Source: an optimization exercise on an open RTL-to-GDS flow (aim: small area and few clock cycles). Production flows keep margins and buffers that such runs may drop. Only simulation tests tie the RTL to the original design; equivalence was not proved.

## phase_to_complex_transmission
module phase_to_complex_transmission #(
   parameter int unsigned CORDIC_STAGES = 18
) (
   input  logic                                 clock,
   input  logic                                 reset,
   input  logic                                 req_valid,
   output logic                                 req_ready,
   input  logic signed [ptc_pkg::SAMPLE_W-1:0]  req_sample,
   input  logic                                 req_last,
   output logic                                 rsp_valid,
   input  logic                                 rsp_ready,
   output logic signed [ptc_pkg::OUT_W-1:0]     rsp_real,
   output logic signed [ptc_pkg::OUT_W-1:0]     rsp_imag,
   output logic                                 rsp_last,
   input  logic                                 csr_valid,
   output logic                                 csr_ready,
   input  logic [ptc_pkg::CSR_INDEX_W-1:0]      csr_index,
   input  logic [ptc_pkg::CSR_DATA_W-1:0]       csr_wdata
);
clock: 12.0 ns
lec_check: 0
abc_area: 1
cap_margin: 20
core_margin: 2
core_utilization: 40
place_density: 0.6
slew_margin: 20
run.sh (not shown) runs the stock make flow with config.mk's settings and CLKGATE_MAP_FILE= SYNTH_SCRIPT=/design/flow/synth_recipe.tcl, a recipe that flattens the netlist after the stock synthesis.
The baseline finished with timing, DRC and antenna clean.
Testbench counts at the start, summed over its fixed seeds: cycles 8,072.
Then changed:
--- a/flow/design.v
+++ b/flow/design.v
@@ -34,14 +34,26 @@
 );
    logic signed [31:0] dx, dy;
    always_comb begin
       dx = y_i >>> STAGE;
       dy = x_i >>> STAGE;
    end
-   ptc_adds #(.W(32)) ax (.a(x_i), .b(dx ^ {32{dir}}), .ci(dir), .s(x_o));
-   ptc_adds #(.W(32)) ay (.a(y_i), .b((dy ^ {32{!dir}}) & {32{!hold}}), .ci(!dir && !hold), .s(y_o));
+   localparam int unsigned W = (STAGE >= 6 && STAGE <= 13) ? 31 : 32;
+   logic [31:0] bx, by;
+   logic [W-1:0] sx, sy;
+   assign bx = dx ^ {32{dir}};
+   assign by = (dy ^ {32{!dir}}) & {32{!hold}};
+   ptc_adds #(.W(W)) ax (.a(x_i[W-1:0]), .b(bx[W-1:0]), .ci(dir), .s(sx));
+   ptc_adds #(.W(W)) ay (.a(y_i[W-1:0]), .b(by[W-1:0]), .ci(!dir && !hold), .s(sy));
+   if (W < 32) begin : g_ext
+      assign x_o = {sx[W-1], sx};
+      assign y_o = {sy[W-1], sy};
+   end else begin : g_full
+      assign x_o = sx;
+      assign y_o = sy;
+   end
 endmodule
 module ptc_xy_seg #(
    parameter int unsigned FIRST = 0,
    parameter int unsigned LAST  = 0
 ) (
    input  logic [17:0]        dir,
@@ -2408,13 +2420,13 @@
       .dir (s6_dir), .hold (s6_w), .x_i (s6_x), .y_i (s6_y), .x_o (x12), .y_o (y12));
    ptc_xy_seg #(.FIRST(12), .LAST(14)) u_seg3 (
       .dir (s7_dir), .hold (s7_w), .x_i (s7_x), .y_i (s7_y), .x_o (x15), .y_o (y15));
    logic signed [31:0]       xs18, ys18;
    logic [ANGLE_W:0]         c_t, s_t;
    logic signed [OUT_W-1:0]  fmt_re, fmt_im;
-   logic [2*OUT_W:0]         out_ff;
+   logic [18+OUT_W+1:0]      out_ff;
    ptc_xy_seg #(.FIRST(15), .LAST(17)) u_seg4 (
       .dir (s8_dir), .hold (s8_w), .x_i (s8_x), .y_i (s8_y), .x_o (xs18), .y_o (ys18));
    ptc_adds #(.W(33)) u_rnd_c (.a({xs18[31], xs18} ^ {33{s8_neg}}), .b(33'h2000), .ci(s8_neg), .s(c_t));
    ptc_adds #(.W(33)) u_rnd_s (.a({ys18[31], ys18} ^ {33{s8_neg}}), .b(33'h2000), .ci(s8_neg), .s(s_t));
    always_comb begin
       if (s8_w) begin
@@ -2486,14 +2498,14 @@
          s8_x    <= x15;
          s8_y    <= y15;
          s8_dir  <= s7_dir;
          s8_neg  <= s7_neg;
          s8_l    <= s7_l;
          s8_w    <= s7_w;
-         out_ff  <= {fmt_re, fmt_im, s8_l};
+         out_ff  <= {fmt_re[18:0], fmt_im, s8_l};
       end
    end
    assign rsp_valid = out_valid;
-   assign rsp_real  = out_ff[2*OUT_W:OUT_W+1];
+   assign rsp_real  = {{5{out_ff[18+OUT_W+1]}}, out_ff[18+OUT_W+1:OUT_W+1]};
    assign rsp_imag  = out_ff[OUT_W:1];
    assign rsp_last  = out_ff[0];
 endmodule
=> The new run completed without violations; synthesized area shrinks by 1.2%; maximum frequency shrinks by 3.7%; core utilization is about the same; die area shrinks by 1.2%; sequential share of layout area barely changes; worst hold slack gains 0.0043 ns; clock skew grows by 0.022 ns; routed wire length shrinks by 0.60%; critical path depth grows by 20; first-iteration DRC count shrinks by 9.7%; register-to-register slack loses 0.40 ns.
Testbench counts after the change, summed over its fixed seeds: cycles 8,072.

static timing again, ports no longer ideal:
Ports are ideal in the flow. The routed layouts listed here were re-timed in OpenROAD. Step 1 assumes that a clkbuf_16 drives the clock port and a buf_2 every other input. Step 2 adds t to the input delays and takes it off the output delays; t is the mean of the earliest and latest rising clock arrival at the registers after step 1. Input paths then give back, and output paths get back, about the clock's delay inside the block. Three values: ideal ports, drivers, drivers and shift; two values: the first two.
run	t, ns	setup slack, ns	worst setup path after step 2	latest minus earliest clock arrival (ns)	cell pins on the clock port's net
the first run	0.823	1.767 / 1.767 / 1.133	input to register	0.047 / 0.046	1
the second run	0.812	1.368 / 1.368 / 1.368	register to register	0.063 / 0.062	1
After both steps every run listed still meets setup and hold. The setup slack of the first run, which loses most, moves by 0.000 ns with the drivers and by -0.634 ns with both steps.
